This design comes from an exercise in tuning for small area and a short achievable clock period on the open sky130 flow, not from production work. The RTL was checked by simulation tests, not by an equivalence proof against the original design. Power is estimated from default activity; no workload was simulated.

<file path="flow/design.v">
`default_nettype none
package lambda_pkg;
    localparam int FRAC_BITS = 8;
    localparam int AXIL_ADDR_W = 4;
    localparam logic [AXIL_ADDR_W-1:0] REG_CTRL  = 4'h0;   
    localparam logic [AXIL_ADDR_W-1:0] REG_SEED  = 4'h4;   
    localparam logic [AXIL_ADDR_W-1:0] REG_COUNT = 4'h8;   
    localparam logic [15:0] LFSR_TAPS = 16'hB400;   
    localparam logic [1:0] OKAY   = 2'b00;
    localparam logic [1:0] SLVERR = 2'b10;
endpackage
`default_nettype wire
`timescale 1ns/1ps
`default_nettype none
module lambda_ctrl_regs #(
    parameter logic [15:0] RESET_SEED = 16'hACE1
) (
    input  wire                               clk,
    input  wire                               reset,
    input  wire [lambda_pkg::AXIL_ADDR_W-1:0] s_axil_awaddr,
    input  wire                               s_axil_awvalid,
    output logic                              s_axil_awready,
    input  wire [31:0]                        s_axil_wdata,
    input  wire [3:0]                         s_axil_wstrb,
    input  wire                               s_axil_wvalid,
    output logic                              s_axil_wready,
    output logic [1:0]                        s_axil_bresp,
    output logic                              s_axil_bvalid,
    input  wire                               s_axil_bready,
    input  wire [lambda_pkg::AXIL_ADDR_W-1:0] s_axil_araddr,
    input  wire                               s_axil_arvalid,
    output logic                              s_axil_arready,
    output logic [31:0]                       s_axil_rdata,
    output logic [1:0]                        s_axil_rresp,
    output logic                              s_axil_rvalid,
    input  wire                               s_axil_rready,
    input  wire                               out_valid,
    output logic                              noise_en,
    output logic [15:0]                       seed_value,
    output logic                              seed_load
);
    localparam logic [lambda_pkg::AXIL_ADDR_W-1:0] REG_CTRL  = lambda_pkg::REG_CTRL;
    localparam logic [lambda_pkg::AXIL_ADDR_W-1:0] REG_SEED  = lambda_pkg::REG_SEED;
    localparam logic [lambda_pkg::AXIL_ADDR_W-1:0] REG_COUNT = lambda_pkg::REG_COUNT;
    logic        idle;
    logic        wr_req;
    logic        rd_req;
    logic        bad_q;
    logic [15:0] seed_q;
    logic [31:0] count_q;
    logic [31:0] rd_word;
    logic        bvalid_d;
    logic        rvalid_d;
    logic [31:0] count_inc;
    assign count_inc[0] = ~count_q[0];
    for (genvar i = 1; i < 32; i++) begin : g_inc
        assign count_inc[i] = count_q[i] ^ (&count_q[i-1:0]);
    end
    assign bvalid_d = wr_req || (s_axil_bvalid && !s_axil_bready);
    assign rvalid_d = rd_req || (s_axil_rvalid && !s_axil_rready);
    assign wr_req = idle && s_axil_awvalid && s_axil_wvalid;
    assign rd_req = idle && s_axil_arvalid && !(s_axil_awvalid && s_axil_wvalid);
    assign s_axil_awready = idle;
    assign s_axil_wready  = idle;
    assign s_axil_arready = idle && !(s_axil_awvalid && s_axil_wvalid);
    assign s_axil_bresp   = {bad_q, 1'b0};      
    assign s_axil_rresp   = lambda_pkg::OKAY;   
    assign seed_value = (seed_q == 16'h0) ? RESET_SEED : seed_q;   
    always_comb begin
        case (s_axil_araddr)
            REG_CTRL:  rd_word = {31'b0, noise_en};
            REG_SEED:  rd_word = {16'b0, seed_q};
            REG_COUNT: rd_word = count_q;
            default:   rd_word = '0;
        endcase
    end
    always_ff @(posedge clk) begin
        if (reset) begin
            s_axil_bvalid <= 1'b0;
            s_axil_rvalid <= 1'b0;
            idle          <= 1'b1;
            noise_en      <= 1'b0;
            seed_q        <= RESET_SEED;
            seed_load     <= 1'b0;
            count_q       <= '0;
        end else begin
            seed_load <= wr_req && (s_axil_awaddr == REG_SEED);
            if (out_valid) begin
                count_q <= count_inc;
            end
            s_axil_bvalid <= bvalid_d;
            s_axil_rvalid <= rvalid_d;
            idle          <= !bvalid_d && !rvalid_d;
            if (wr_req) begin
                if (s_axil_awaddr == REG_CTRL && s_axil_wstrb[0]) begin
                    noise_en <= s_axil_wdata[0];
                end
                if (s_axil_awaddr == REG_SEED) begin
                    if (s_axil_wstrb[0]) seed_q[7:0]  <= s_axil_wdata[7:0];
                    if (s_axil_wstrb[1]) seed_q[15:8] <= s_axil_wdata[15:8];
                end
            end
        end
    end
    always_ff @(posedge clk) begin
        if (wr_req) begin
            bad_q <= !((s_axil_awaddr == REG_CTRL) || (s_axil_awaddr == REG_SEED));
        end
        if (rd_req) begin
            s_axil_rdata <= rd_word;
        end
    end
endmodule
`default_nettype wire
`timescale 1ns/1ps
`default_nettype none
module gauss_lfsr #(
    parameter logic [15:0] RESET_SEED = 16'hACE1
) (
    input  wire        clk,
    input  wire        reset,
    input  wire        step,
    input  wire        seed_load,
    input  wire [15:0] seed_value,
    output logic [15:0] eps_raw
);
    localparam logic [15:0] LFSR_TAPS = lambda_pkg::LFSR_TAPS;
    logic [15:0] state_next;
    assign state_next = {1'b0, eps_raw[15:1]} ^ (eps_raw[0] ? LFSR_TAPS : 16'h0);
    always_ff @(posedge clk) begin
        if (reset) begin
            eps_raw <= RESET_SEED;
        end else if (seed_load) begin      
            eps_raw <= seed_value;
        end else if (step) begin
            eps_raw <= state_next;
        end
    end
endmodule
`default_nettype wire
`timescale 1ns/1ps
`default_nettype none
module softplus_pre (
    input  wire [15:0]  x,
    output logic [14:0] p,      
    output logic [6:0]  bm,     
    output logic        neg,    
    output logic        ci      
);
    logic       below, above, lin, u;
    logic [2:0] idx;
    logic [1:0] j;
    logic [7:0] f;
    logic [9:0] c;
    logic [10:0] d;
    assign below = x[15] & ~(&x[14:10]);
    assign above = ~x[15] & (|x[14:10]);
    assign lin   = ~below & ~above;
    assign idx   = {~x[10], x[9:8]};    
    assign u     = idx[2];
    assign j     = u ? ~idx[1:0] : idx[1:0];
    assign f     = x[7:0];
    logic [9:0]  f3, f97;
    logic [10:0] f5;
    logic [6:0] bh;
    assign f3  = {1'b0, f, 1'b0} + {2'd0, f};
    assign f5  = {1'b0, f, 2'b0} + {3'd0, f};
    assign f97 = {1'b0, f, 1'b0} + {2'd0, f} + {7'd0, f[7:5]};
    always_comb begin
        case (j)
            2'd0:    bh = {4'd0, f[7:5]};
            2'd1:    bh = {2'd0, f5[10:6]};
            2'd2:    bh = {1'b0, f3[9:4]};
            default: bh = f97[9:3];
        endcase
    end
    logic bz;
    always_comb begin
        case (j)
            2'd0:    bz = (f[4:0] == 5'd0);
            2'd1:    bz = (f[5:0] == 6'd0);
            2'd2:    bz = (f[3:0] == 4'd0);
            default: bz = (f == 8'd0);
        endcase
    end
    always_comb begin
        case (idx)
            3'd0:    c = 10'd4;
            3'd1:    c = 10'd13;
            3'd2:    c = 10'd32;
            3'd3:    c = 10'd80;
            3'd4:    c = 10'd177;
            3'd5:    c = 10'd336;
            3'd6:    c = 10'd545;
            default: c = 10'd780;
        endcase
    end
    assign d   = {1'b0, c} + (u ? {3'd0, f} : 11'd0);
    assign p   = above ? x[14:0] : (lin ? {4'd0, d} : 15'd0);
    assign bm  = lin ? bh : 7'd0;
    assign neg = lin & u;
    assign ci  = lin & u & bz;
endmodule
module softplus_post (
    input  wire [14:0]  p,
    input  wire [6:0]   bm,
    input  wire         neg,
    input  wire         ci,
    output logic [10:0] sp_lo
);
    assign sp_lo = p[10:0] + (neg ? {4'hF, ~bm} : {4'h0, bm}) + {10'd0, ci};
endmodule
`default_nettype wire
`timescale 1ns/1ps
`default_nettype none
module sqrt_step #(
    parameter int K = 0
) (
    input  wire [13:0]  r_in,     
    input  wire [11:0]  qn_in,    
    input  wire [1:0]   pair,     
    output logic [13:0] r_out,    
    output logic [11:0] qn_out    
);
    localparam int W = K + 3;
    logic [W-1:0] t;
    logic [W:0]   ntrial;         
    logic [W:0]   d;              
    logic         lt;
    assign t      = {r_in[K:0], pair};
    if (K == 0) begin : g_first
        assign ntrial = 4'b1110;
    end else begin : g_rest
        assign ntrial = {2'b11, qn_in[K-1:0], 2'b10};
    end
    assign d      = {1'b0, t} + ntrial + (W+1)'(1);
    assign lt     = d[W];
    assign r_out  = 14'(lt ? t[K+1:0] : d[K+1:0]);
    assign qn_out = 12'({qn_in, lt});
endmodule
`default_nettype wire
`timescale 1ns/1ps
`default_nettype none
module reparam_core (
    input  wire        clk,
    input  wire        reset,
    input  wire        in_valid,
    input  wire [15:0] in_mean,
    input  wire [15:0] in_var,
    input  wire [15:0] eps_raw,
    input  wire        noise_en,
    output logic       step,         
    output logic       out_valid,
    output logic [15:0] out_lambda
);
    localparam int EPS_SHIFT = 5;    
    logic [6:1] vq;
    always_ff @(posedge clk) begin
        if (reset) begin
            vq        <= '0;
            out_valid <= 1'b0;
        end else begin
            vq        <= {vq[5:1], in_valid};
            out_valid <= vq[6];
        end
    end
    assign step = vq[1];
    logic [14:0] p0;
    logic [6:0]  bm0;
    logic        neg0, ci0;
    softplus_pre i_sp_pre (.x(in_var), .p(p0), .bm(bm0), .neg(neg0), .ci(ci0));
    logic [14:0] p1;
    logic [6:0]  bm1;
    logic        neg1, ci1;
    logic [15:0] m1;
    always_ff @(posedge clk) begin
        p1   <= p0;
        bm1  <= bm0;
        neg1 <= neg0;
        ci1  <= ci0;
        m1   <= in_mean;
    end
    logic [10:0] sp_lo;
    logic [14:0] sp1;
    softplus_post i_sp_post (.p(p1), .bm(bm1), .neg(neg1), .ci(ci1), .sp_lo(sp_lo));
    assign sp1 = {p1[14:11], sp_lo};
    logic [23:0] rad1;
    assign rad1 = {1'b0, sp1, 8'd0};
    logic [13:0] r_c1 [0:4];
    logic [11:0] q_c1 [0:4];
    assign r_c1[0] = '0;
    assign q_c1[0] = '0;
    for (genvar k = 0; k < 4; k++) begin : g_c1
        sqrt_step #(.K(k)) i_st (.r_in(r_c1[k]), .qn_in(q_c1[k]), .pair(rad1[23-2*k -: 2]),
                                 .r_out(r_c1[k+1]), .qn_out(q_c1[k+1]));
    end
    logic [4:0]  r2;
    logic [3:0]  q2;
    logic [7:0]  sp2;
    logic [15:0] m2;
    always_ff @(posedge clk) begin
        r2  <= r_c1[4][4:0];
        q2  <= q_c1[4][3:0];
        sp2 <= sp1[7:0];
        m2  <= m1;
    end
    logic [13:0] r_c2 [4:6];
    logic [11:0] q_c2 [4:6];
    assign r_c2[4] = 14'(r2);
    assign q_c2[4] = 12'(q2);
    for (genvar k = 4; k < 6; k++) begin : g_c2
        sqrt_step #(.K(k)) i_st (.r_in(r_c2[k]), .qn_in(q_c2[k]), .pair(sp2[15-2*k -: 2]),
                                 .r_out(r_c2[k+1]), .qn_out(q_c2[k+1]));
    end
    logic [6:0]         r3;
    logic [5:0]         q3;
    logic [3:0]         sp3;
    logic [15:0]        m3;
    logic signed [10:0] e3;
    always_ff @(posedge clk) begin
        r3  <= r_c2[6][6:0];
        q3  <= q_c2[6][5:0];
        sp3 <= sp2[3:0];
        m3  <= m2;
        e3  <= noise_en ? eps_raw[15:EPS_SHIFT] : 11'd0;
    end
    logic [13:0] r_c3 [6:8];
    logic [11:0] q_c3 [6:8];
    assign r_c3[6] = 14'(r3);
    assign q_c3[6] = 12'(q3);
    for (genvar k = 6; k < 8; k++) begin : g_c3
        sqrt_step #(.K(k)) i_st (.r_in(r_c3[k]), .qn_in(q_c3[k]), .pair(sp3[15-2*k -: 2]),
                                 .r_out(r_c3[k+1]), .qn_out(q_c3[k+1]));
    end
    logic [8:0]         r4;
    logic [7:0]         q4;
    logic [15:0]        m4;
    logic signed [10:0] e4;
    always_ff @(posedge clk) begin
        r4 <= r_c3[8][8:0];
        q4 <= q_c3[8][7:0];
        m4 <= m3;
        e4 <= e3;
    end
    logic [13:0] r_c4 [8:10];
    logic [11:0] q_c4 [8:10];
    assign r_c4[8] = 14'(r4);
    assign q_c4[8] = 12'(q4);
    for (genvar k = 8; k < 10; k++) begin : g_c4
        sqrt_step #(.K(k)) i_st (.r_in(r_c4[k]), .qn_in(q_c4[k]), .pair(2'b00),
                                 .r_out(r_c4[k+1]), .qn_out(q_c4[k+1]));
    end
    logic [10:0]        r5;
    logic [9:0]         q5;
    logic [15:0]        m5;
    logic signed [10:0] e5;
    always_ff @(posedge clk) begin
        r5 <= r_c4[10][10:0];
        q5 <= q_c4[10][9:0];
        m5 <= m4;
        e5 <= e4;
    end
    logic [13:0] r_c5 [10:12];
    logic [11:0] q_c5 [10:12];
    assign r_c5[10] = 14'(r5);
    assign q_c5[10] = 12'(q5);
    for (genvar k = 10; k < 12; k++) begin : g_c5
        sqrt_step #(.K(k)) i_st (.r_in(r_c5[k]), .qn_in(q_c5[k]), .pair(2'b00),
                                 .r_out(r_c5[k+1]), .qn_out(q_c5[k+1]));
    end
    logic [24:0] ca5, cb5;
    mac_hi i_mac_hi (.q(~q5), .e(e5), .m(m5), .ca(ca5), .cb(cb5));
    logic [1:0]         s6;
    logic [24:0]        ca6, cb6;
    logic signed [10:0] e6;
    always_ff @(posedge clk) begin
        s6  <= ~q_c5[12][1:0];
        ca6 <= ca5;
        cb6 <= cb5;
        e6  <= e5;
    end
    logic [24:0] acc6;
    logic [16:0] sum;
    mac_lo i_mac_lo (.ca(ca6), .cb(cb6), .s(s6), .e(e6), .t(acc6));
    assign sum = acc6[24:8];
    always_ff @(posedge clk) begin
        if (sum[16] != sum[15]) begin
            out_lambda <= {sum[16], {15{~sum[16]}}};
        end else begin
            out_lambda <= sum[15:0];
        end
    end
endmodule
`default_nettype none
module mac_hi (
    input  wire [9:0]   q,      
    input  wire [10:0]  e,      
    input  wire [15:0]  m,      
    output logic [24:0] ca,
    output logic [24:0] cb
);
    wire h1 = (q[0] & e[8]) ^ (q[1] & e[7]) ^ (q[2] & e[6]);
    wire h2 = ((q[0] & e[8]) & (q[1] & e[7])) | ((q[0] & e[8]) & (q[2] & e[6])) | ((q[1] & e[7]) & (q[2] & e[6]));
    wire h3 = (q[0] & e[9]) ^ (q[1] & e[8]) ^ (q[2] & e[7]);
    wire h4 = ((q[0] & e[9]) & (q[1] & e[8])) | ((q[0] & e[9]) & (q[2] & e[7])) | ((q[1] & e[8]) & (q[2] & e[7]));
    wire h5 = (q[3] & e[6]) ^ (q[4] & e[5]);
    wire h6 = (q[3] & e[6]) & (q[4] & e[5]);
    wire h7 = ~(q[0] & e[10]) ^ (q[1] & e[9]) ^ (q[2] & e[8]);
    wire h8 = (~(q[0] & e[10]) & (q[1] & e[9])) | (~(q[0] & e[10]) & (q[2] & e[8])) | ((q[1] & e[9]) & (q[2] & e[8]));
    wire h9 = (q[3] & e[7]) ^ (q[4] & e[6]) ^ (q[5] & e[5]);
    wire h10 = ((q[3] & e[7]) & (q[4] & e[6])) | ((q[3] & e[7]) & (q[5] & e[5])) | ((q[4] & e[6]) & (q[5] & e[5]));
    wire h11 = ~(q[1] & e[10]) ^ (q[2] & e[9]) ^ (q[3] & e[8]);
    wire h12 = (~(q[1] & e[10]) & (q[2] & e[9])) | (~(q[1] & e[10]) & (q[3] & e[8])) | ((q[2] & e[9]) & (q[3] & e[8]));
    wire h13 = (q[4] & e[7]) ^ (q[5] & e[6]);
    wire h14 = (q[4] & e[7]) & (q[5] & e[6]);
    wire h15 = ~(q[2] & e[10]) ^ (q[3] & e[9]) ^ (q[4] & e[8]);
    wire h16 = (~(q[2] & e[10]) & (q[3] & e[9])) | (~(q[2] & e[10]) & (q[4] & e[8])) | ((q[3] & e[9]) & (q[4] & e[8]));
    wire h17 = (q[0] & e[6]) ^ (q[1] & e[5]) ^ (q[2] & e[4]);
    wire h18 = ((q[0] & e[6]) & (q[1] & e[5])) | ((q[0] & e[6]) & (q[2] & e[4])) | ((q[1] & e[5]) & (q[2] & e[4]));
    wire h19 = (q[0] & e[7]) ^ (q[1] & e[6]) ^ (q[2] & e[5]);
    wire h20 = ((q[0] & e[7]) & (q[1] & e[6])) | ((q[0] & e[7]) & (q[2] & e[5])) | ((q[1] & e[6]) & (q[2] & e[5]));
    wire h21 = (q[3] & e[4]) ^ (q[4] & e[3]) ^ (q[5] & e[2]);
    wire h22 = ((q[3] & e[4]) & (q[4] & e[3])) | ((q[3] & e[4]) & (q[5] & e[2])) | ((q[4] & e[3]) & (q[5] & e[2]));
    wire h23 = (q[3] & e[5]) ^ (q[4] & e[4]) ^ (q[5] & e[3]);
    wire h24 = ((q[3] & e[5]) & (q[4] & e[4])) | ((q[3] & e[5]) & (q[5] & e[3])) | ((q[4] & e[4]) & (q[5] & e[3]));
    wire h25 = (q[6] & e[2]) ^ (q[7] & e[1]) ^ (q[8] & e[0]);
    wire h26 = ((q[6] & e[2]) & (q[7] & e[1])) | ((q[6] & e[2]) & (q[8] & e[0])) | ((q[7] & e[1]) & (q[8] & e[0]));
    wire h27 = m[2] ^ 1'b1;
    wire h28 = m[2] & 1'b1;
    wire h29 = (q[5] & e[4]) ^ (q[6] & e[3]) ^ (q[7] & e[2]);
    wire h30 = ((q[5] & e[4]) & (q[6] & e[3])) | ((q[5] & e[4]) & (q[7] & e[2])) | ((q[6] & e[3]) & (q[7] & e[2]));
    wire h31 = (q[8] & e[1]) ^ (q[9] & e[0]) ^ m[3];
    wire h32 = ((q[8] & e[1]) & (q[9] & e[0])) | ((q[8] & e[1]) & m[3]) | ((q[9] & e[0]) & m[3]);
    wire h33 = h3 ^ h5 ^ h2;
    wire h34 = (h3 & h5) | (h3 & h2) | (h5 & h2);
    wire h35 = (q[6] & e[4]) ^ (q[7] & e[3]) ^ (q[8] & e[2]);
    wire h36 = ((q[6] & e[4]) & (q[7] & e[3])) | ((q[6] & e[4]) & (q[8] & e[2])) | ((q[7] & e[3]) & (q[8] & e[2]));
    wire h37 = (q[9] & e[1]) ^ m[4] ^ h7;
    wire h38 = ((q[9] & e[1]) & m[4]) | ((q[9] & e[1]) & h7) | (m[4] & h7);
    wire h39 = h9 ^ h4 ^ h6;
    wire h40 = (h9 & h4) | (h9 & h6) | (h4 & h6);
    wire h41 = (q[6] & e[5]) ^ (q[7] & e[4]) ^ (q[8] & e[3]);
    wire h42 = ((q[6] & e[5]) & (q[7] & e[4])) | ((q[6] & e[5]) & (q[8] & e[3])) | ((q[7] & e[4]) & (q[8] & e[3]));
    wire h43 = (q[9] & e[2]) ^ m[5] ^ h11;
    wire h44 = ((q[9] & e[2]) & m[5]) | ((q[9] & e[2]) & h11) | (m[5] & h11);
    wire h45 = h13 ^ h8 ^ h10;
    wire h46 = (h13 & h8) | (h13 & h10) | (h8 & h10);
    wire h47 = (q[5] & e[7]) ^ (q[6] & e[6]) ^ (q[7] & e[5]);
    wire h48 = ((q[5] & e[7]) & (q[6] & e[6])) | ((q[5] & e[7]) & (q[7] & e[5])) | ((q[6] & e[6]) & (q[7] & e[5]));
    wire h49 = (q[8] & e[4]) ^ (q[9] & e[3]) ^ m[6];
    wire h50 = ((q[8] & e[4]) & (q[9] & e[3])) | ((q[8] & e[4]) & m[6]) | ((q[9] & e[3]) & m[6]);
    wire h51 = h15 ^ h12 ^ h14;
    wire h52 = (h15 & h12) | (h15 & h14) | (h12 & h14);
    wire h53 = ~(q[3] & e[10]) ^ (q[4] & e[9]) ^ (q[5] & e[8]);
    wire h54 = (~(q[3] & e[10]) & (q[4] & e[9])) | (~(q[3] & e[10]) & (q[5] & e[8])) | ((q[4] & e[9]) & (q[5] & e[8]));
    wire h55 = (q[6] & e[7]) ^ (q[7] & e[6]) ^ (q[8] & e[5]);
    wire h56 = ((q[6] & e[7]) & (q[7] & e[6])) | ((q[6] & e[7]) & (q[8] & e[5])) | ((q[7] & e[6]) & (q[8] & e[5]));
    wire h57 = (q[9] & e[4]) ^ m[7] ^ h16;
    wire h58 = ((q[9] & e[4]) & m[7]) | ((q[9] & e[4]) & h16) | (m[7] & h16);
    wire h59 = ~(q[4] & e[10]) ^ (q[5] & e[9]) ^ (q[6] & e[8]);
    wire h60 = (~(q[4] & e[10]) & (q[5] & e[9])) | (~(q[4] & e[10]) & (q[6] & e[8])) | ((q[5] & e[9]) & (q[6] & e[8]));
    wire h61 = (q[7] & e[7]) ^ (q[8] & e[6]) ^ (q[9] & e[5]);
    wire h62 = ((q[7] & e[7]) & (q[8] & e[6])) | ((q[7] & e[7]) & (q[9] & e[5])) | ((q[8] & e[6]) & (q[9] & e[5]));
    wire h63 = ~(q[5] & e[10]) ^ (q[6] & e[9]) ^ (q[7] & e[8]);
    wire h64 = (~(q[5] & e[10]) & (q[6] & e[9])) | (~(q[5] & e[10]) & (q[7] & e[8])) | ((q[6] & e[9]) & (q[7] & e[8]));
    wire h65 = (q[0] & e[4]) ^ (q[1] & e[3]);
    wire h66 = (q[0] & e[4]) & (q[1] & e[3]);
    wire h67 = (q[0] & e[5]) ^ (q[1] & e[4]) ^ (q[2] & e[3]);
    wire h68 = ((q[0] & e[5]) & (q[1] & e[4])) | ((q[0] & e[5]) & (q[2] & e[3])) | ((q[1] & e[4]) & (q[2] & e[3]));
    wire h69 = (q[3] & e[2]) ^ (q[4] & e[1]);
    wire h70 = (q[3] & e[2]) & (q[4] & e[1]);
    wire h71 = (q[3] & e[3]) ^ (q[4] & e[2]) ^ (q[5] & e[1]);
    wire h72 = ((q[3] & e[3]) & (q[4] & e[2])) | ((q[3] & e[3]) & (q[5] & e[1])) | ((q[4] & e[2]) & (q[5] & e[1]));
    wire h73 = (q[6] & e[0]) ^ m[0] ^ h17;
    wire h74 = ((q[6] & e[0]) & m[0]) | ((q[6] & e[0]) & h17) | (m[0] & h17);
    wire h75 = (q[6] & e[1]) ^ (q[7] & e[0]) ^ m[1];
    wire h76 = ((q[6] & e[1]) & (q[7] & e[0])) | ((q[6] & e[1]) & m[1]) | ((q[7] & e[0]) & m[1]);
    wire h77 = h19 ^ h21 ^ h18;
    wire h78 = (h19 & h21) | (h19 & h18) | (h21 & h18);
    wire h79 = h1 ^ h23 ^ h25;
    wire h80 = (h1 & h23) | (h1 & h25) | (h23 & h25);
    wire h81 = h27 ^ h20 ^ h22;
    wire h82 = (h27 & h20) | (h27 & h22) | (h20 & h22);
    wire h83 = h29 ^ h31 ^ h33;
    wire h84 = (h29 & h31) | (h29 & h33) | (h31 & h33);
    wire h85 = h24 ^ h26 ^ h28;
    wire h86 = (h24 & h26) | (h24 & h28) | (h26 & h28);
    wire h87 = h35 ^ h37 ^ h39;
    wire h88 = (h35 & h37) | (h35 & h39) | (h37 & h39);
    wire h89 = h30 ^ h32 ^ h34;
    wire h90 = (h30 & h32) | (h30 & h34) | (h32 & h34);
    wire h91 = h41 ^ h43 ^ h45;
    wire h92 = (h41 & h43) | (h41 & h45) | (h43 & h45);
    wire h93 = h36 ^ h38 ^ h40;
    wire h94 = (h36 & h38) | (h36 & h40) | (h38 & h40);
    wire h95 = h47 ^ h49 ^ h51;
    wire h96 = (h47 & h49) | (h47 & h51) | (h49 & h51);
    wire h97 = h42 ^ h44 ^ h46;
    wire h98 = (h42 & h44) | (h42 & h46) | (h44 & h46);
    wire h99 = h53 ^ h55 ^ h57;
    wire h100 = (h53 & h55) | (h53 & h57) | (h55 & h57);
    wire h101 = h48 ^ h50 ^ h52;
    wire h102 = (h48 & h50) | (h48 & h52) | (h50 & h52);
    wire h103 = m[8] ^ h59 ^ h61;
    wire h104 = (m[8] & h59) | (m[8] & h61) | (h59 & h61);
    wire h105 = h54 ^ h56 ^ h58;
    wire h106 = (h54 & h56) | (h54 & h58) | (h56 & h58);
    wire h107 = (q[8] & e[7]) ^ (q[9] & e[6]) ^ m[9];
    wire h108 = ((q[8] & e[7]) & (q[9] & e[6])) | ((q[8] & e[7]) & m[9]) | ((q[9] & e[6]) & m[9]);
    wire h109 = h63 ^ h60 ^ h62;
    wire h110 = (h63 & h60) | (h63 & h62) | (h60 & h62);
    wire h111 = ~(q[6] & e[10]) ^ (q[7] & e[9]) ^ (q[8] & e[8]);
    wire h112 = (~(q[6] & e[10]) & (q[7] & e[9])) | (~(q[6] & e[10]) & (q[8] & e[8])) | ((q[7] & e[9]) & (q[8] & e[8]));
    wire h113 = (q[9] & e[7]) ^ m[10] ^ h64;
    wire h114 = ((q[9] & e[7]) & m[10]) | ((q[9] & e[7]) & h64) | (m[10] & h64);
    wire h115 = ~(q[7] & e[10]) ^ (q[8] & e[9]) ^ (q[9] & e[8]);
    wire h116 = (~(q[7] & e[10]) & (q[8] & e[9])) | (~(q[7] & e[10]) & (q[9] & e[8])) | ((q[8] & e[9]) & (q[9] & e[8]));
    wire h117 = (q[0] & e[3]) ^ (q[1] & e[2]);
    wire h118 = (q[0] & e[3]) & (q[1] & e[2]);
    wire h119 = (q[2] & e[2]) ^ (q[3] & e[1]) ^ (q[4] & e[0]);
    wire h120 = ((q[2] & e[2]) & (q[3] & e[1])) | ((q[2] & e[2]) & (q[4] & e[0])) | ((q[3] & e[1]) & (q[4] & e[0]));
    wire h121 = (q[5] & e[0]) ^ h67 ^ h69;
    wire h122 = ((q[5] & e[0]) & h67) | ((q[5] & e[0]) & h69) | (h67 & h69);
    wire h123 = h71 ^ h73 ^ h68;
    wire h124 = (h71 & h73) | (h71 & h68) | (h73 & h68);
    wire h125 = h75 ^ h77 ^ h72;
    wire h126 = (h75 & h77) | (h75 & h72) | (h77 & h72);
    wire h127 = h79 ^ h81 ^ h76;
    wire h128 = (h79 & h81) | (h79 & h76) | (h81 & h76);
    wire h129 = h83 ^ h85 ^ h80;
    wire h130 = (h83 & h85) | (h83 & h80) | (h85 & h80);
    wire h131 = h87 ^ h89 ^ h84;
    wire h132 = (h87 & h89) | (h87 & h84) | (h89 & h84);
    wire h133 = h91 ^ h93 ^ h88;
    wire h134 = (h91 & h93) | (h91 & h88) | (h93 & h88);
    wire h135 = h95 ^ h97 ^ h92;
    wire h136 = (h95 & h97) | (h95 & h92) | (h97 & h92);
    wire h137 = h99 ^ h101 ^ h96;
    wire h138 = (h99 & h101) | (h99 & h96) | (h101 & h96);
    wire h139 = h103 ^ h105 ^ h100;
    wire h140 = (h103 & h105) | (h103 & h100) | (h105 & h100);
    wire h141 = h107 ^ h109 ^ h104;
    wire h142 = (h107 & h109) | (h107 & h104) | (h109 & h104);
    wire h143 = h111 ^ h113 ^ h108;
    wire h144 = (h111 & h113) | (h111 & h108) | (h113 & h108);
    wire h145 = m[11] ^ h115 ^ h112;
    wire h146 = (m[11] & h115) | (m[11] & h112) | (h115 & h112);
    wire h147 = ~(q[8] & e[10]) ^ (q[9] & e[9]) ^ m[12];
    wire h148 = (~(q[8] & e[10]) & (q[9] & e[9])) | (~(q[8] & e[10]) & m[12]) | ((q[9] & e[9]) & m[12]);
    wire h149 = (q[0] & e[2]) ^ (q[1] & e[1]);
    wire h150 = (q[0] & e[2]) & (q[1] & e[1]);
    wire h151 = (q[2] & e[1]) ^ (q[3] & e[0]) ^ h117;
    wire h152 = ((q[2] & e[1]) & (q[3] & e[0])) | ((q[2] & e[1]) & h117) | ((q[3] & e[0]) & h117);
    wire h153 = h65 ^ h119 ^ h118;
    wire h154 = (h65 & h119) | (h65 & h118) | (h119 & h118);
    wire h155 = h66 ^ h121 ^ h120;
    wire h156 = (h66 & h121) | (h66 & h120) | (h121 & h120);
    wire h157 = h70 ^ h123 ^ h122;
    wire h158 = (h70 & h123) | (h70 & h122) | (h123 & h122);
    wire h159 = h74 ^ h125 ^ h124;
    wire h160 = (h74 & h125) | (h74 & h124) | (h125 & h124);
    wire h161 = h78 ^ h127 ^ h126;
    wire h162 = (h78 & h127) | (h78 & h126) | (h127 & h126);
    wire h163 = h82 ^ h129 ^ h128;
    wire h164 = (h82 & h129) | (h82 & h128) | (h129 & h128);
    wire h165 = h86 ^ h131 ^ h130;
    wire h166 = (h86 & h131) | (h86 & h130) | (h131 & h130);
    wire h167 = h90 ^ h133 ^ h132;
    wire h168 = (h90 & h133) | (h90 & h132) | (h133 & h132);
    wire h169 = h94 ^ h135 ^ h134;
    wire h170 = (h94 & h135) | (h94 & h134) | (h135 & h134);
    wire h171 = h98 ^ h137 ^ h136;
    wire h172 = (h98 & h137) | (h98 & h136) | (h137 & h136);
    wire h173 = h102 ^ h139 ^ h138;
    wire h174 = (h102 & h139) | (h102 & h138) | (h139 & h138);
    wire h175 = h106 ^ h141 ^ h140;
    wire h176 = (h106 & h141) | (h106 & h140) | (h141 & h140);
    wire h177 = h110 ^ h143 ^ h142;
    wire h178 = (h110 & h143) | (h110 & h142) | (h143 & h142);
    wire h179 = h114 ^ h145 ^ h144;
    wire h180 = (h114 & h145) | (h114 & h144) | (h145 & h144);
    wire h181 = h116 ^ h147 ^ h146;
    wire h182 = (h116 & h147) | (h116 & h146) | (h147 & h146);
    wire h183 = ~(q[9] & e[10]) ^ m[13] ^ h148;
    wire h184 = (~(q[9] & e[10]) & m[13]) | (~(q[9] & e[10]) & h148) | (m[13] & h148);
    wire h185 = m[14] ^ 1'b1;
    wire h186 = m[14] & 1'b1;
    assign ca = {1'b1, ~m[15], h185, h183, h181, h179, h177, h175, h173, h171, h169, h167, h165, h163, h161, h159, h157, h155, h153, h151, (q[2] & e[0]), (q[0] & e[1]), (q[0] & e[0]), 1'b0, 1'b0};
    assign cb = {1'b0, h186, h184, h182, h180, h178, h176, h174, h172, h170, h168, h166, h164, h162, h160, h158, h156, h154, h152, h150, h149, (q[1] & e[0]), 1'b0, 1'b0, 1'b0};
endmodule
module mac_lo (
    input  wire [24:0]  ca,
    input  wire [24:0]  cb,
    input  wire [1:0]   s,      
    input  wire [10:0]  e,      
    output logic [24:0] t       
);
    wire l1 = ca[1] ^ cb[1];
    wire l2 = ca[1] & cb[1];
    wire l3 = ca[2] ^ cb[2] ^ (s[0] & e[2]);
    wire l4 = (ca[2] & cb[2]) | (ca[2] & (s[0] & e[2])) | (cb[2] & (s[0] & e[2]));
    wire l5 = ca[3] ^ cb[3] ^ (s[0] & e[3]);
    wire l6 = (ca[3] & cb[3]) | (ca[3] & (s[0] & e[3])) | (cb[3] & (s[0] & e[3]));
    wire l7 = ca[4] ^ cb[4] ^ (s[0] & e[4]);
    wire l8 = (ca[4] & cb[4]) | (ca[4] & (s[0] & e[4])) | (cb[4] & (s[0] & e[4]));
    wire l9 = ca[5] ^ cb[5] ^ (s[0] & e[5]);
    wire l10 = (ca[5] & cb[5]) | (ca[5] & (s[0] & e[5])) | (cb[5] & (s[0] & e[5]));
    wire l11 = ca[6] ^ cb[6] ^ (s[0] & e[6]);
    wire l12 = (ca[6] & cb[6]) | (ca[6] & (s[0] & e[6])) | (cb[6] & (s[0] & e[6]));
    wire l13 = ca[7] ^ cb[7] ^ (s[0] & e[7]);
    wire l14 = (ca[7] & cb[7]) | (ca[7] & (s[0] & e[7])) | (cb[7] & (s[0] & e[7]));
    wire l15 = ca[8] ^ cb[8] ^ (s[0] & e[8]);
    wire l16 = (ca[8] & cb[8]) | (ca[8] & (s[0] & e[8])) | (cb[8] & (s[0] & e[8]));
    wire l17 = ca[9] ^ cb[9] ^ (s[0] & e[9]);
    wire l18 = (ca[9] & cb[9]) | (ca[9] & (s[0] & e[9])) | (cb[9] & (s[0] & e[9]));
    wire l19 = ca[10] ^ cb[10] ^ ~(s[0] & e[10]);
    wire l20 = (ca[10] & cb[10]) | (ca[10] & ~(s[0] & e[10])) | (cb[10] & ~(s[0] & e[10]));
    wire l21 = ca[11] ^ cb[11];
    wire l22 = ca[11] & cb[11];
    wire l23 = ca[0] ^ cb[0];
    wire l24 = ca[0] & cb[0];
    wire l25 = (s[0] & e[1]) ^ (s[1] & e[0]) ^ l1;
    wire l26 = ((s[0] & e[1]) & (s[1] & e[0])) | ((s[0] & e[1]) & l1) | ((s[1] & e[0]) & l1);
    wire l27 = (s[1] & e[1]) ^ l3 ^ l2;
    wire l28 = ((s[1] & e[1]) & l3) | ((s[1] & e[1]) & l2) | (l3 & l2);
    wire l29 = (s[1] & e[2]) ^ l5 ^ l4;
    wire l30 = ((s[1] & e[2]) & l5) | ((s[1] & e[2]) & l4) | (l5 & l4);
    wire l31 = (s[1] & e[3]) ^ l7 ^ l6;
    wire l32 = ((s[1] & e[3]) & l7) | ((s[1] & e[3]) & l6) | (l7 & l6);
    wire l33 = (s[1] & e[4]) ^ l9 ^ l8;
    wire l34 = ((s[1] & e[4]) & l9) | ((s[1] & e[4]) & l8) | (l9 & l8);
    wire l35 = (s[1] & e[5]) ^ l11 ^ l10;
    wire l36 = ((s[1] & e[5]) & l11) | ((s[1] & e[5]) & l10) | (l11 & l10);
    wire l37 = (s[1] & e[6]) ^ l13 ^ l12;
    wire l38 = ((s[1] & e[6]) & l13) | ((s[1] & e[6]) & l12) | (l13 & l12);
    wire l39 = (s[1] & e[7]) ^ l15 ^ l14;
    wire l40 = ((s[1] & e[7]) & l15) | ((s[1] & e[7]) & l14) | (l15 & l14);
    wire l41 = (s[1] & e[8]) ^ l17 ^ l16;
    wire l42 = ((s[1] & e[8]) & l17) | ((s[1] & e[8]) & l16) | (l17 & l16);
    wire l43 = (s[1] & e[9]) ^ l19 ^ l18;
    wire l44 = ((s[1] & e[9]) & l19) | ((s[1] & e[9]) & l18) | (l19 & l18);
    wire l45 = ~(s[1] & e[10]) ^ l21 ^ l20;
    wire l46 = (~(s[1] & e[10]) & l21) | (~(s[1] & e[10]) & l20) | (l21 & l20);
    wire l47 = ca[12] ^ cb[12] ^ l22;
    wire l48 = (ca[12] & cb[12]) | (ca[12] & l22) | (cb[12] & l22);
    wire l49 = ca[13] ^ cb[13];
    wire l50 = ca[13] & cb[13];
    wire l51 = ca[14] ^ cb[14];
    wire l52 = ca[14] & cb[14];
    wire l53 = ca[15] ^ cb[15];
    wire l54 = ca[15] & cb[15];
    wire l55 = ca[16] ^ cb[16];
    wire l56 = ca[16] & cb[16];
    wire l57 = ca[17] ^ cb[17];
    wire l58 = ca[17] & cb[17];
    wire l59 = ca[18] ^ cb[18];
    wire l60 = ca[18] & cb[18];
    wire l61 = ca[19] ^ cb[19];
    wire l62 = ca[19] & cb[19];
    wire l63 = ca[20] ^ cb[20];
    wire l64 = ca[20] & cb[20];
    wire l65 = ca[21] ^ cb[21];
    wire l66 = ca[21] & cb[21];
    wire l67 = ca[22] ^ cb[22];
    wire l68 = ca[22] & cb[22];
    wire l69 = ca[23] ^ cb[23];
    wire l70 = ca[23] & cb[23];
    wire l71 = ca[24] ^ cb[24];
    wire l72 = ca[24] & cb[24];
    wire [24:0] ra = {l71, l69, l67, l65, l63, l61, l59, l57, l55, l53, l51, l49, l47, l45, l43, l41, l39, l37, l35, l33, l31, l29, l27, l25, (s[0] & e[0])};
    wire [24:0] rb = {l70, l68, l66, l64, l62, l60, l58, l56, l54, l52, l50, l48, l46, l44, l42, l40, l38, l36, l34, l32, l30, l28, l26, l24, l23};
    assign t = ra + rb;
endmodule
`default_nettype wire
`timescale 1ns/1ps
`default_nettype none
module lambda_layer_top #(
    parameter logic [15:0] RESET_SEED = 16'hACE1
) (
    input  wire                               clk,
    input  wire                               reset,
    input  wire [lambda_pkg::AXIL_ADDR_W-1:0] s_axil_awaddr,
    input  wire                               s_axil_awvalid,
    output logic                              s_axil_awready,
    input  wire [31:0]                        s_axil_wdata,
    input  wire [3:0]                         s_axil_wstrb,
    input  wire                               s_axil_wvalid,
    output logic                              s_axil_wready,
    output logic [1:0]                        s_axil_bresp,
    output logic                              s_axil_bvalid,
    input  wire                               s_axil_bready,
    input  wire [lambda_pkg::AXIL_ADDR_W-1:0] s_axil_araddr,
    input  wire                               s_axil_arvalid,
    output logic                              s_axil_arready,
    output logic [31:0]                       s_axil_rdata,
    output logic [1:0]                        s_axil_rresp,
    output logic                              s_axil_rvalid,
    input  wire                               s_axil_rready,
    input  wire                               in_valid,
    input  wire [15:0]                        in_mean,
    input  wire [15:0]                        in_var,
    output logic                              out_valid,
    output logic [15:0]                       out_lambda
);
    logic        noise_en;
    logic [15:0] seed_value;
    logic        seed_load;
    logic [15:0] eps_raw;
    logic        step;
    lambda_ctrl_regs #(.RESET_SEED(RESET_SEED)) i_ctrl_regs (
        .clk(clk), .reset(reset),
        .s_axil_awaddr(s_axil_awaddr), .s_axil_awvalid(s_axil_awvalid),
        .s_axil_awready(s_axil_awready),
        .s_axil_wdata(s_axil_wdata), .s_axil_wstrb(s_axil_wstrb),
        .s_axil_wvalid(s_axil_wvalid), .s_axil_wready(s_axil_wready),
        .s_axil_bresp(s_axil_bresp), .s_axil_bvalid(s_axil_bvalid),
        .s_axil_bready(s_axil_bready),
        .s_axil_araddr(s_axil_araddr), .s_axil_arvalid(s_axil_arvalid),
        .s_axil_arready(s_axil_arready),
        .s_axil_rdata(s_axil_rdata), .s_axil_rresp(s_axil_rresp),
        .s_axil_rvalid(s_axil_rvalid), .s_axil_rready(s_axil_rready),
        .out_valid(out_valid), .noise_en(noise_en),
        .seed_value(seed_value), .seed_load(seed_load)
    );
    gauss_lfsr #(.RESET_SEED(RESET_SEED)) i_lfsr (
        .clk(clk), .reset(reset), .step(step),   
        .seed_load(seed_load), .seed_value(seed_value), .eps_raw(eps_raw)
    );
    reparam_core i_core (
        .clk(clk), .reset(reset), .in_valid(in_valid), .in_mean(in_mean), .in_var(in_var),
        .eps_raw(eps_raw), .noise_en(noise_en), .step(step),
        .out_valid(out_valid), .out_lambda(out_lambda)
    );
endmodule
`default_nettype wire
</file>
<file path="flow/constraint.sdc">
create_clock -name core_clock -period 8.0 [get_ports {clk}]
set_input_delay 1.6000 -clock core_clock [delete_from_list [all_inputs] [get_ports {clk}]]
set_output_delay 1.6000 -clock core_clock [all_outputs]
set_load 0.01 [all_outputs]
</file>
<file path="flow/config.mk">
export PLATFORM = sky130hd
export DESIGN_NAME = lambda_layer_top
export DESIGN_NICKNAME = lambda_layer_top
export VERILOG_FILES = /design/flow/design.v
export SDC_FILE = /design/flow/constraint.sdc
export NUM_CORES = 4
export LEC_CHECK = 0
export ABC_AREA = 1
export ABC_CLOCK_PERIOD_IN_PS = 3600
export CAP_MARGIN = 20
export CORE_MARGIN = 2
export CORE_UTILIZATION = 75
export CTS_BUF_LIST = sky130_fd_sc_hd__clkbuf_8
export CTS_CLUSTER_DIAMETER = 74
export CTS_CLUSTER_SIZE = 15
export PLACE_DENSITY = 0.82
export SETUP_SLACK_MARGIN = 4.5
export SLEW_MARGIN = 20
</file>
<file path="flow/standard.sh">
#!/bin/bash
# synth_recipe.tcl (not shown) runs the flow's synth.tcl, then flattens the netlist and writes it again
# the make line also repeats each setting of config.mk as NAME=value (left out here)
make -C /OpenROAD-flow-scripts/flow DESIGN_CONFIG=/design/flow/config.mk WORK_HOME=/design/flow/orfs CLKGATE_MAP_FILE= SYNTH_SCRIPT=/design/flow/synth_recipe.tcl "${@:-finish}"
</file>
<file path="flow/flow/run.sh">
#!/bin/bash
# The standard layout, with each port buffered by the smallest buffer
# cell (sky130_fd_sc_hd__buf_1) instead of the one buffer_ports picks.
# Everything else, synthesis included, is standard.sh unchanged.
set -euo pipefail
export BUFFER_PORTS_ARGS="-buffer_cell sky130_fd_sc_hd__buf_1"
bash standard.sh synth > synth.log 2>&1
bash standard.sh > layout.log 2>&1
</file>
==> summary.txt <==
through the flow:
stage	instance area (µm²)	instances
final	22300	2943
after global routing	22300	2943
after CTS	21800	2907
after detailed placement	21100	2852
after global placement	21100	2851
after floorplan	20500	2434
where the power goes:
group / internal, µW / switching (µW)
registers: 2240 / 202
logic: 1160 / 1820
clock network: 357 / 614
total: 3750 / 2630
how the worst max path moves through the flow:
stage                   startpoint              to  slack [ps]  cells after the start
finish               s_axil_wvalid  s_axil_arready        4390                      3
global route         s_axil_wvalid  s_axil_arready        4360                      3
CTS                 s_axil_awvalid  s_axil_arready        4420                      3
detailed placement      in_var[10]    i_core.p1[8]        3640                     17
global placement        in_var[10]    i_core.p1[8]        3680                     17
floorplan            s_axil_wvalid  s_axil_arready        4550                      1
timing repair:
| action | 4_1_cts | 5_1_grt |
|---|---|---|
| cloned | 0 | 3 |
| pin swaps | 2 | 23 |
| endpoints found under the hold margin | 0 | 0 |
| resized for setup | 31 | 88 |
| buffers inserted | 14 | 32 |
| endpoints found under the setup margin | 38 | 52 |
| hold buffers | 0 | 0 |
per-layer routing:
| metal | track usage (%) | wire length [µm] |
|---|---|---|
| met5 | 0 | 0 |
| met2 | 57.6 | 23500 |
| met4 | 14.2 | 1980 |
| met1 | 39.3 | 18900 |
| met3 | 3.99 | 2870 |
cell type report:
cell class / count / area [µm²] / area share [%]
Multi-Input combinational cell: 1590 / 10800 / 48.5
Sequential cell: 389 / 8160 / 36.6
Inverter: 412 / 1580 / 7.06
Timing Repair Buffer: 168 / 843 / 3.78
Clock buffer: 31 / 427 / 1.91
Tap cell: 341 / 427 / 1.91
Clock inverter: 10 / 60.1 / 0.269
Timing Repair inverter: 1 / 7.51 / 0.0336
Antenna cell: 1 / 2.50 / 0.0112
cells in the final DEF (no fill, tap or decap), types with 17 or more instances in the layout:
| master | netlist | routed |
|---|---|---|
| nor2_1 | 213 | 206 |
| buf_4 | 8 | 46 |
| nand2_1 | 464 | 455 |
| o21ai_0 | 104 | 96 |
| a21oi_1 | 138 | 133 |
| edfxtp_1 | 33 | 33 |
| nor3_1 | 26 | 26 |
| nand4_1 | 36 | 36 |
| inv_2 | 10 | 17 |
| buf_1 | 1 | 115 |
| nand2_2 | 14 | 19 |
| xnor2_1 | 26 | 26 |
| nand3_1 | 114 | 109 |
| dfxtp_1 | 356 | 339 |
| inv_1 | 401 | 394 |
| ha_1 | 153 | 148 |
| xor2_1 | 50 | 49 |
| clkbuf_8 | 0 | 31 |
| o22ai_1 | 22 | 22 |
| fa_1 | 109 | 107 |
cell families (layout without fill, tap and decap cells):
family	Yosys count	after routing	share of synthesized area (%)
adder cells (fa/ha/maj)	262	262	20.0
AO/OA/AOI/OAI	343	343	9.57
other	1	4	0.0183
flip-flops	389	389	39.7
buffers and inverters	457	622	8.69
XOR/XNOR	77	77	3.33
AND/OR/NAND/NOR	903	905	18.7
sequential cells by signal (all words and copies together) (netlist names), 10 cells and up:
| signal | cells |
|---|---|
| i_core.e4 | 11 |
| i_ctrl_regs.seed_q | 16 |
| i_core.m2 | 16 |
| i_core.r5 | 10 |
| i_ctrl_regs.count_q | 32 |
| i_core.m3 | 16 |
| i_core.m1 | 16 |
| i_core.e3 | 11 |
| i_core.m5 | 16 |
| i_core.cb6 | 21 |
| i_core.p1 | 15 |
| i_core.out_lambda | 16 |
| i_ctrl_regs.s_axil_rdata | 32 |
| i_lfsr.eps_raw | 16 |
| i_core.e5 | 11 |
| i_core.ca6 | 22 |
| i_core.m4 | 16 |
| i_core.q5 | 10 |
| i_core.e6 | 11 |
critical path: cells and delay by family:
kind                   cells  cell delay [ps]
AO/OA/AOI/OAI              1              150
buffers and inverters      2              260
==> out/metrics.yaml <==
setup_slack_ps: 4390
rows: 60
vias: 16600
die-area_um2: 28600
clock_sinks: 389
grt_start_max_net_pins: 44
yosysWarnings: 24
ys.flop_type: "dfxtp_1"
wl_um: 47200
tns_ps: 0
timing.rr.start: "i_core.e5[8]"
syn_to_final_growth_pct: 9.07
wl_per_cell_um: 16.1
clk_pin_slew_ps: 80
fin_crit_ps: 3610
fill_cells: 1656
irDropWorstVdd_mv: 0.216
antenna_found_initial: 1
worstHoldStart: "i_core.e3[4]"
cts_tree: "built"
drc_errors: 0
p_per_area_nw_per_um2: 286
ioPinCount: 142
skew_ps: 40.8
detail-route-antenna-nets: 0
period_share_pct: 45.1
holdCritPathClass: "reg -> reg"
synth_edf_count: 33
setup_viol: 0
track_usage_pct: 32.2
clk_latency_ps: 640
cts_max_level: 1
hold_ws_ps: 302
overflow: 0
dr.pass1.iters: 6
cap_violations: 0
dr.first_iter.drc_count: 1289
cp_cell_sequence: "buf_6, a21oi_2, buf_2"
syn_area_um2: 20500
hold_viol_final: 0
rsz0062_at_grt: "yes"
dp_hpwl_um: 34200
nNetsFinal: 2938
r2r_cells: 10
critical-path-max-stage-delay_ps: 160
leakagePower_uw: 0.0108
critPathMaxFanout: 2
slew_headroom_pct: 53.6
start_util_pct: 76.2
die_h_um: 169
slew_violations: 0
cts_buffer_depth: 3
cts_buffers: 30
holdPathStages: 0
synth_top_area_share_pct: 34.8
synth_top_area_cell: "dfxtp_1"
yosys-top-cells-count: "464 x nand2_1, 401 x inv_1, 356 x dfxtp_1"
synthDistinctLibCells: 57
synthArstFlopShare_pct: 0
required_ps: 6400
holdPathEnd: "i_core.e4[4]"
grt_pass1_wl_um: 75500
p_total_uw: 6390
crit_type: "in -> out"
syn_inst: 2432
routabilityCongestion: 0.920
slowest_stage: "buf_2"
ys_seq_elements: 389
synthTopCellsByArea: "dfxtp_1 35%, fa_1 11%, ha_1 9.4%"
yosysSeqAreaShare_pct: 39.7
dp_slack_ps: 3640
endpoint_kind: "output pin"
cts_root_buf: "clkbuf_8"
die_width_um: 169
port_buffers: 120
post-route-util_pct: 83.1
max_freq_mhz: 277
outcome: "no timing/DRC/antenna violations"
yosysMostFrequentCell: "nand2_1"
cp_data_arrival_time_ps: 2010
avgSynthCellArea_um2: 8.42
grt_pass1_vias: 16400
drive_above_1_share_pct: 8.50
worstMarginPinSlew_ps: 694
crit_path_start_kind: "primary input"
r2r_end: "i_core.ca6[14]"
r2r_slack_ps: 4530
core_um2: 26900
avgViaCountPerCell: 5.63

[separate check: timing with driven ports]
In the flow no input, the clock included, has a driving cell. The finished layout below was timed again as built, in two steps. Step 1 (the two cells are an assumption about what drives the block):
set clk [get_ports {clk}]
set_driving_cell -lib_cell sky130_fd_sc_hd__clkbuf_16 $clk
set_driving_cell -lib_cell sky130_fd_sc_hd__buf_2 [delete_from_list [all_inputs] $clk]
Step 2 adds t to the input delays and takes it off the output delays; t is the mean of the earliest and latest rising clock arrival at the registers after step 1. Input paths then give back, and output paths get back, about the clock's delay inside the block. a / b / c = no drivers / after step 1 / after step 2; a / b = the first two.
t, ns: 0.669
slack for setup (ns): 4.392 / 4.357 / 4.024
hold WS [ns]: 0.302 / 0.302 / 0.302
cell pins on the clock port's net: 1
After both steps setup and hold are still met in this run. For this run, drivers alone change the setup slack by -0.035 ns; drivers and shift together by -0.368 ns.
